Context: an optimization exercise on an open-source flow, tuned for small area, a short achievable clock period and few clock cycles. The choices shown serve that exercise and are no tape-out recipe. The RTL was checked by simulation tests, not by an equivalence proof against the original design.

==> job 652 <==
Design multi_button_debouncer_unit, start of the top module:
module multi_button_debouncer_unit (
	input  logic                          clk,
	input  logic                          arst_n,
	input  logic [mbd_pkg::S_TDATA_W-1:0] s_tdata,
	input  logic                          s_tvalid,
	output logic                          s_tready,
	output logic [mbd_pkg::M_TDATA_W-1:0] m_tdata,
	output logic                          m_tlast,
	output logic                          m_tvalid,
	input  logic                          m_tready,
	input  logic                          psel,
	input  logic                          penable,
	input  logic                          pwrite,
	input  logic [mbd_pkg::PADDR_W-1:0]   paddr,
	input  logic [mbd_pkg::PDATA_W-1:0]   pwdata,
	output logic [mbd_pkg::PDATA_W-1:0]   prdata,
	output logic                          pready
);
	localparam int N = mbd_pkg::BUTTON_COUNT;
	logic [mbd_pkg::DELAY_W-1:0] deb_x_q;
	logic [mbd_pkg::DELAY_W-1:0] debounce_q;
	logic [mbd_pkg::PADDR_W-1:0] paddr_q;
	logic [mbd_pkg::PADDR_W-1:0] paddr_n_q;
	assign pready = 1'b1;
	always_ff @(posedge clk or negedge arst_n) begin
		if (!arst_n) begin
			deb_x_q <= '0;
		end else if (psel && penable && pwrite && paddr == mbd_pkg::REG_DEBOUNCE_MS) begin
			deb_x_q <= pwdata[mbd_pkg::DELAY_W-1:0] ^ mbd_pkg::DEBOUNCE_RESET;
		end
	end
	assign debounce_q = deb_x_q ^ mbd_pkg::DEBOUNCE_RESET;
	always_ff @(posedge clk) begin
		paddr_q   <= paddr;
		paddr_n_q <= ~paddr;
	end
  ...
clock: 8.0 ns
lec_check: 0
cap_margin: 20
core_margin: 2
core_utilization: 40
cts_cluster_diameter: 80
cts_cluster_size: 24
setup_slack_margin: 5.0
slew_margin: 20
synth_hierarchical: 1
standard.sh (not shown) runs the stock make flow with config.mk's settings and CLKGATE_MAP_FILE= SYNTH_SCRIPT=/design/flow/synth_recipe.tcl, a recipe that flattens the netlist after the stock synthesis.
==> flow/flow/run.sh <==
#!/bin/bash
# The standard synthesis and layout, with plain buffers (buf_1) on the ports instead
# of the delay cells that port buffering picks by default; every port is still buffered
set -euo pipefail
bash standard.sh synth > synth.log 2>&1
bash standard.sh "BUFFER_PORTS_ARGS=-buffer_cell sky130_fd_sc_hd__buf_1" finish > layout.log 2>&1
==> inputs of job 2023, as changes to job 652 <==
--- a/flow/design.v
+++ b/flow/design.v
@@ -20,11 +20,11 @@
 	input  logic                        clk,
 	input  logic                        arst_n,
 	input  logic                        eval,
 	input  logic                        sample_q,
 	input  logic [mbd_pkg::NOW_W-1:0]   now_q,
-	input  logic [mbd_pkg::NOW_W/2-1:0] dec_mask,
+	input  logic [mbd_pkg::NOW_W/2-1:0] nm1_hi,
 	input  logic [mbd_pkg::NOW_W/2-1:0] lo_lo,
 	input  logic                        lo_borrow,
 	output logic                        fire,
 	output logic                        held
 );
@@ -55,15 +55,13 @@
 				g[i] = g[i+s] | (~l[i+s] & g[i]);
 			end
 		end
 		less16 = l[0];
 	endfunction
-	logic [15:0] hi_diff;
-	logic        eq_nm1, eq_now, ge_lo, le_now, in_win;
-	assign hi_diff = since_q[31:16] ^ now_q[31:16];
-	assign eq_nm1  = hi_diff == dec_mask;
-	assign eq_now  = hi_diff == '0;
+	logic eq_nm1, eq_now, ge_lo, le_now, in_win;
+	assign eq_nm1 = since_q[31:16] == nm1_hi;
+	assign eq_now = since_q[31:16] == now_q[31:16];
 	assign ge_lo  = !less16(since_q[15:0], lo_lo);
 	assign le_now = !less16(now_q[15:0], since_q[15:0]);
 	assign in_win = !lo_borrow ? (eq_now && ge_lo && le_now)
 		: ((eq_nm1 && ge_lo) || (eq_now && le_now));
 	assign fire   = eval && !chg && !in_win && (sample_q != held_q);
@@ -79,11 +77,11 @@
 module mbd_window (
 	input  logic [mbd_pkg::NOW_W-1:0]   now_ms,
 	input  logic [mbd_pkg::DELAY_W-1:0] debounce_ms,
 	output logic [15:0]                 lo_lo,
 	output logic                        lo_borrow,
-	output logic [15:0]                 dec_mask
+	output logic [15:0]                 nm1_hi
 );
 	logic [15:0] a, b;
 	logic [15:0] g [5];
 	logic [15:0] p [5];
 	logic [15:0] z [5];
@@ -116,11 +114,11 @@
 			end
 		end
 	end
 	assign lo_lo     = p[0] ^ {g[4][14:0], 1'b1};
 	assign lo_borrow = ~g[4][15];
-	assign dec_mask  = {z[4][14:0], 1'b1};
+	assign nm1_hi    = now_ms[31:16] ^ {z[4][14:0], 1'b1};
 endmodule
 module mbd_pfx (
 	input  logic g_hi,
 	input  logic p_hi,
 	input  logic g_lo,
@@ -155,23 +153,21 @@
 	input  logic [mbd_pkg::PDATA_W-1:0]   pwdata,
 	output logic [mbd_pkg::PDATA_W-1:0]   prdata,
 	output logic                          pready
 );
 	localparam int N = mbd_pkg::BUTTON_COUNT;
-	logic [mbd_pkg::DELAY_W-1:0] deb_x_q;
 	logic [mbd_pkg::DELAY_W-1:0] debounce_q;
 	logic [mbd_pkg::PADDR_W-1:0] paddr_q;
 	logic [mbd_pkg::PADDR_W-1:0] paddr_n_q;
 	assign pready = 1'b1;
 	always_ff @(posedge clk or negedge arst_n) begin
 		if (!arst_n) begin
-			deb_x_q <= '0;
+			debounce_q <= mbd_pkg::DEBOUNCE_RESET;
 		end else if (psel && penable && pwrite && paddr == mbd_pkg::REG_DEBOUNCE_MS) begin
-			deb_x_q <= pwdata[mbd_pkg::DELAY_W-1:0] ^ mbd_pkg::DEBOUNCE_RESET;
+			debounce_q <= pwdata[mbd_pkg::DELAY_W-1:0];
 		end
 	end
-	assign debounce_q = deb_x_q ^ mbd_pkg::DEBOUNCE_RESET;
 	always_ff @(posedge clk) begin
 		paddr_q   <= paddr;
 		paddr_n_q <= ~paddr;
 	end
 	assign prdata = {{(mbd_pkg::PDATA_W-mbd_pkg::DELAY_W){1'b0}},
@@ -183,11 +179,11 @@
 	logic                        v1_q;
 	logic [N-1:0]                smp_q;
 	logic [mbd_pkg::NOW_W-1:0]   now_q;
 	logic [15:0]                 lo_lo_q;
 	logic                        borrow_q;
-	logic [15:0]                 mask_q;
+	logic [15:0]                 nm1_q;
 	logic [15:0]                 lo_lo;
 	logic                        lo_borrow;
 	logic [N-1:0]                a_q, b_q, c_q;
 	logic [N-1:0]                a_pr_q;
 	logic                        b_busy_q, c_busy_q;
@@ -197,17 +193,17 @@
 	logic [N-1:0]                held;
 	assign pins_n   = ~s_tdata[N-1:0];
 	assign now_ms   = s_tdata[mbd_pkg::PIN_W +: mbd_pkg::NOW_W];
 	assign s_tready = rdy_q;
 	assign load     = s_tvalid && s_tready;
-	logic [15:0]                 dec_mask;
+	logic [15:0]                 nm1;
 	mbd_window u_window (
 		.now_ms      (now_ms),
 		.debounce_ms (debounce_q),
 		.lo_lo       (lo_lo),
 		.lo_borrow   (lo_borrow),
-		.dec_mask    (dec_mask)
+		.nm1_hi      (nm1)
 	);
 	always_ff @(posedge clk or negedge arst_n) begin
 		if (!arst_n) begin
 			v1_q <= 1'b0;
 		end else begin
@@ -217,20 +213,20 @@
 	always_ff @(posedge clk) begin
 		smp_q    <= pins_n;
 		now_q    <= now_ms;
 		lo_lo_q  <= lo_lo;
 		borrow_q <= lo_borrow;
-		mask_q   <= dec_mask;
+		nm1_q    <= nm1;
 	end
 	for (genvar k = 0; k < N; k++) begin : g_cell
 		mbd_cell u_cell (
 			.clk         (clk),
 			.arst_n      (arst_n),
 			.eval        (v1_q),
 			.sample_q    (smp_q[k]),
 			.now_q       (now_q),
-			.dec_mask    (mask_q),
+			.nm1_hi      (nm1_q),
 			.lo_lo       (lo_lo_q),
 			.lo_borrow   (borrow_q),
 			.fire        (fire[k]),
 			.held        (held[k])
 		);
==> flow/flow/run.sh (replaced) <==
#!/bin/bash
set -euo pipefail
bash standard.sh synth > synth.log 2>&1
bash standard.sh SETUP_SLACK_MARGIN=5.2 finish > layout.log 2>&1
==> inputs of job 7910, as changes to job 652 <==
==> flow/design.v (replaced) <==
package mbd_pkg;
	localparam int BUTTON_COUNT = 9;
	localparam int PIN_W        = 9;
	localparam int NOW_W        = 32;
	localparam int DELAY_W      = 16;
	localparam int IDX_W        = 4;
	localparam int S_TDATA_W    = 48;
	localparam int M_TDATA_W    = 8;
	localparam int PADDR_W      = 1;
	localparam int PDATA_W      = 32;
	localparam logic [PADDR_W-1:0] REG_DEBOUNCE_MS = 1'b0;
	localparam logic [DELAY_W-1:0] DEBOUNCE_RESET  = 16'd50;
	typedef struct packed {
		logic             ev;
		logic [IDX_W-1:0] idx;
		logic             pressed;
	} evt_rec_t;
endpackage
module mbd_cell (
	input  logic                        clk,
	input  logic                        arst_n,
	input  logic                        eval,
	input  logic                        sample_q,
	input  logic [mbd_pkg::NOW_W-1:0]   now_q,
	input  logic [mbd_pkg::NOW_W/2-1:0] nm1_hi,
	input  logic [mbd_pkg::NOW_W/2-1:0] lo_lo,
	input  logic                        lo_borrow,
	output logic                        fire,
	output logic                        held
);
	logic [mbd_pkg::NOW_W-1:0] since_q;
	logic                      prev_q;
	logic                      held_q;
	logic                      chg;
	assign chg = sample_q != prev_q;
	always_ff @(posedge clk) begin
		if (eval && chg) begin
			since_q <= now_q;
		end
	end
	always_ff @(posedge clk or negedge arst_n) begin
		if (!arst_n) begin
			prev_q <= 1'b0;
		end else if (eval) begin
			prev_q <= sample_q;
		end
	end
	function automatic logic less16(input logic [15:0] a, input logic [15:0] b);
		logic [15:0] g, l;
		g = a & ~b;
		l = ~a & b;
		for (int s = 1; s < 16; s = s * 2) begin
			for (int i = 0; i + s < 16; i = i + 2 * s) begin
				l[i] = l[i+s] | (~g[i+s] & l[i]);
				g[i] = g[i+s] | (~l[i+s] & g[i]);
			end
		end
		less16 = l[0];
	endfunction
	logic eq_nm1, eq_now, ge_lo, le_now, in_win;
	assign eq_nm1 = since_q[31:16] == nm1_hi;
	assign eq_now = since_q[31:16] == now_q[31:16];
	assign ge_lo  = !less16(since_q[15:0], lo_lo);
	assign le_now = !less16(now_q[15:0], since_q[15:0]);
	assign in_win = !lo_borrow ? (eq_now && ge_lo && le_now)
		: ((eq_nm1 && ge_lo) || (eq_now && le_now));
	assign fire   = eval && !chg && !in_win && (sample_q != held_q);
	always_ff @(posedge clk or negedge arst_n) begin
		if (!arst_n) begin
			held_q <= 1'b0;
		end else if (fire) begin
			held_q <= sample_q;
		end
	end
	assign held = held_q;
endmodule
module multi_button_debouncer_unit (
	input  logic                          clk,
	input  logic                          arst_n,
	input  logic [mbd_pkg::S_TDATA_W-1:0] s_tdata,
	input  logic                          s_tvalid,
	output logic                          s_tready,
	output logic [mbd_pkg::M_TDATA_W-1:0] m_tdata,
	output logic                          m_tlast,
	output logic                          m_tvalid,
	input  logic                          m_tready,
	input  logic                          psel,
	input  logic                          penable,
	input  logic                          pwrite,
	input  logic [mbd_pkg::PADDR_W-1:0]   paddr,
	input  logic [mbd_pkg::PDATA_W-1:0]   pwdata,
	output logic [mbd_pkg::PDATA_W-1:0]   prdata,
	output logic                          pready
);
	localparam int N = mbd_pkg::BUTTON_COUNT;
	logic [mbd_pkg::DELAY_W-1:0] debounce_q;
	logic [mbd_pkg::PADDR_W-1:0] paddr_q;
	assign pready = 1'b1;
	always_ff @(posedge clk or negedge arst_n) begin
		if (!arst_n) begin
			debounce_q <= mbd_pkg::DEBOUNCE_RESET;
		end else if (psel && penable && pwrite && paddr == mbd_pkg::REG_DEBOUNCE_MS) begin
			debounce_q <= pwdata[mbd_pkg::DELAY_W-1:0];
		end
	end
	always_ff @(posedge clk) begin
		paddr_q <= paddr;
	end
	assign prdata = {{(mbd_pkg::PDATA_W-mbd_pkg::DELAY_W){1'b0}},
		debounce_q & {mbd_pkg::DELAY_W{paddr_q == mbd_pkg::REG_DEBOUNCE_MS}}};
	function automatic logic [16:0] sub16(input logic [15:0] a, input logic [15:0] b);
		logic [15:0] p, g, c;
		p = ~(a ^ b);
		g = a & ~b;
		g[0] = g[0] | p[0];
		for (int s = 1; s < 16; s = s * 2) begin
			for (int i = 0; i < 16; i++) begin
				if ((i / s) % 2 == 1) begin
					g[i] = g[i] | (p[i] & g[(i / s) * s - 1]);
					p[i] = p[i] & p[(i / s) * s - 1];
				end
			end
		end
		c = {g[14:0], 1'b1};
		sub16 = {~g[15], (~(a ^ b)) ^ c};
	endfunction
	function automatic logic [15:0] dec16(input logic [15:0] a);
		logic [15:0] z;
		z = ~a;
		for (int s = 1; s < 16; s = s * 2) begin
			for (int i = 0; i < 16; i++) begin
				if ((i / s) % 2 == 1) begin
					z[i] = z[i] & z[(i / s) * s - 1];
				end
			end
		end
		dec16 = a ^ {z[14:0], 1'b1};
	endfunction
	logic [N-1:0]                pins_n;
	logic [mbd_pkg::NOW_W-1:0]   now_ms;
	logic                        load;
	logic                        v1_q;
	logic [N-1:0]                smp_q;
	logic [mbd_pkg::NOW_W-1:0]   now_q;
	logic [15:0]                 lo_lo_q;
	logic                        borrow_q;
	logic [15:0]                 nm1_q;
	logic [15:0]                 lo_lo;
	logic                        lo_borrow;
	logic [N-1:0]                a_q, b_q, c_q;
	logic [N-1:0]                a_pr_q;
	logic                        b_busy_q, c_busy_q;
	logic [N-1:0]                fire;
	logic [N-1:0]                held;
	assign pins_n   = ~s_tdata[N-1:0];
	assign now_ms   = s_tdata[mbd_pkg::PIN_W +: mbd_pkg::NOW_W];
	assign s_tready = !b_busy_q;
	assign load     = s_tvalid && s_tready;
	assign {lo_borrow, lo_lo} = sub16(now_ms[15:0], debounce_q);
	always_ff @(posedge clk or negedge arst_n) begin
		if (!arst_n) begin
			v1_q <= 1'b0;
		end else begin
			v1_q <= load;
		end
	end
	always_ff @(posedge clk) begin
		smp_q    <= pins_n;
		now_q    <= now_ms;
		lo_lo_q  <= lo_lo;
		borrow_q <= lo_borrow;
		nm1_q    <= dec16(now_ms[31:16]);
	end
	for (genvar k = 0; k < N; k++) begin : g_cell
		mbd_cell u_cell (
			.clk         (clk),
			.arst_n      (arst_n),
			.eval        (v1_q),
			.sample_q    (smp_q[k]),
			.now_q       (now_q),
			.nm1_hi      (nm1_q),
			.lo_lo       (lo_lo_q),
			.lo_borrow   (borrow_q),
			.fire        (fire[k]),
			.held        (held[k])
		);
	end
	logic                        o_valid_q;
	logic [mbd_pkg::IDX_W-1:0]   o_idx_q;
	logic                        o_pr_q;
	logic                        o_last_q;
	logic                        o_free;
	logic [N-1:0]                a_low;
	logic [N-1:0]                a_rest;
	logic [N-1:0]                a_left;
	logic                        a_done;
	logic                        any_fire;
	logic [mbd_pkg::IDX_W-1:0]   a_idx;
	assign o_free   = !o_valid_q || m_tready;
	assign a_low    = a_q & (~a_q + 1'b1);
	assign a_rest   = a_q & ~a_low;
	assign a_left   = o_free ? a_rest : a_q;
	assign a_done   = o_free ? (a_rest == '0) : (a_q == '0);
	assign any_fire = |fire;
	always_comb begin
		a_idx = '0;
		for (int k = N-1; k >= 0; k--) begin
			if (a_q[k]) begin
				a_idx = mbd_pkg::IDX_W'(k);
			end
		end
	end
	always_ff @(posedge clk or negedge arst_n) begin
		if (!arst_n) begin
			a_q       <= '0;
			b_q       <= '0;
			c_q       <= '0;
			b_busy_q  <= 1'b0;
			c_busy_q  <= 1'b0;
			o_valid_q <= 1'b0;
		end else begin
			if (o_free) begin
				o_valid_q <= |a_q;
			end
			if (a_done) begin
				if (!b_busy_q) begin
					a_q <= fire;
				end else begin
					a_q <= b_q;
					if (!c_busy_q) begin
						b_q      <= fire;
						b_busy_q <= any_fire;
					end else begin
						b_q <= c_q;
						c_q      <= fire;
						c_busy_q <= any_fire;
					end
				end
			end else begin
				a_q <= a_left;
				if (!b_busy_q) begin
					b_q      <= fire;
					b_busy_q <= any_fire;
				end else if (!c_busy_q) begin
					c_q      <= fire;
					c_busy_q <= any_fire;
				end
			end
		end
	end
	always_ff @(posedge clk) begin
		if (a_done) begin
			a_pr_q <= b_busy_q ? held : smp_q;
		end
	end
	always_ff @(posedge clk) begin
		if (o_free && a_q != '0) begin
			o_idx_q  <= a_idx;
			o_pr_q   <= a_pr_q[a_idx];
			o_last_q <= a_rest == '0;
		end
	end
	assign m_tvalid = o_valid_q;
	assign m_tlast  = o_last_q;
	assign m_tdata  = {{(mbd_pkg::M_TDATA_W-mbd_pkg::IDX_W-1){1'b0}}, o_pr_q, o_idx_q};
endmodule
==> flow/run.sh (new file) <==
#!/bin/bash
# synth_recipe.tcl (not shown) runs the flow's synth.tcl, then flattens the netlist and writes it again
# the make line also repeats each setting of config.mk as NAME=value (left out here)
make -C /OpenROAD-flow-scripts/flow DESIGN_CONFIG=/design/flow/config.mk WORK_HOME=/design/flow/orfs CLKGATE_MAP_FILE= SYNTH_SCRIPT=/design/flow/synth_recipe.tcl finish
CTS_BUF_LIST = sky130_fd_sc_hd__clkbuf_8   (was default)
CTS_CLUSTER_DIAMETER = default   (was 80)
CTS_CLUSTER_SIZE = 20   (was 24)
SYNTH_HIERARCHICAL = default   (was 1)
removed: flow/flow/run.sh
removed: flow/standard.sh
==> metrics.yaml <==
status: "no timing/DRC/antenna violations"
powerDensity_mw_per_mm2: 294
worst-path-stages: 11
end_kind: "flop"
m1WireLength_um: 31300
grt_max_degree: 66
final_cell_mix: "303 x edfxtp_1, 160 x xnor2_1, 154 x xor2_1, 135 x inv_1, 132 x nand2_1"
grtUsageMet3: 0.0355
p_sw_mw: 3.29
grt_usage: 0.220
hold_slack_ns: 0.486
place_inst: 3034
The numbers above come from job 7910.

==> metrics.yaml <==
powerDensity_mw_per_mm2: 293
hold_slack_ns: 0.511
worst-path-stages: 12
ir_drop_mv: 0.168
ctsRootBufferMaster: "clkbuf_16"
hold_viol: 0
grt_usage: 0.183
place_inst: 2966
seq_share: 0.457
grt_max_degree: 67
grtUsageMet3: 0.0213
status: "no timing/DRC/antenna violations"
final_cell_mix: "303 x edfxtp_1, 197 x inv_1, 186 x maj3_1, 182 x xnor2_1, 122 x xor2_1"
end_kind: "flop"
The numbers above come from job 652.

==> metrics.yaml <==
grt_max_degree: 67
p_sw_mw: 3.27
worst-path-stages: 2
grtUsageMet3: 0.0273
grt_usage: 0.202
status: "no timing/DRC/antenna violations"
powerDensity_mw_per_mm2: 287
place_inst: 3112
The numbers above come from job 2023.

Testbench counts of job 652, summed over its fixed seeds: cycles 20,166.
Testbench counts of job 2023, summed over its fixed seeds: cycles 20,166.
Testbench counts of job 7910, summed over its fixed seeds: cycles 20,166.

==> separate check: timing with driven ports <==
How much do the figures lean on ideal ports? The routed layouts below were timed once more, with nothing changed but the port constraints.
Step 1 (the two cells are an assumption about what drives the block):
set clk [get_ports {clk}]
set_driving_cell -lib_cell sky130_fd_sc_hd__clkbuf_16 $clk
set_driving_cell -lib_cell sky130_fd_sc_hd__buf_2 [delete_from_list [all_inputs] $clk]
Step 2 adds t to the input delays and takes it off the output delays; t is the mean of the earliest and latest rising clock arrival at the registers after step 1. Input paths then give back, and output paths get back, about the clock's delay inside the block.
a / b / c = ideal / step 1 / step 2; a / b = the first two.
| run | t (ns) | setup slack, ns | slew at the worst register clock pin (ns) |
|---|---|---|---|
| job 652 | 0.655 | 4.936 / 4.936 / 4.555 | 0.10 / 0.10 |
| job 2023 | 0.653 | 5.025 / 4.967 / 4.595 | 0.10 / 0.10 |
| job 7910 | 0.722 | 4.857 / 4.851 / 4.151 | 0.06 / 0.06 |
After both steps every run listed still meets setup and hold. For job 7910, which loses most, drivers alone change the setup slack by -0.006 ns; drivers and shift together by -0.706 ns.
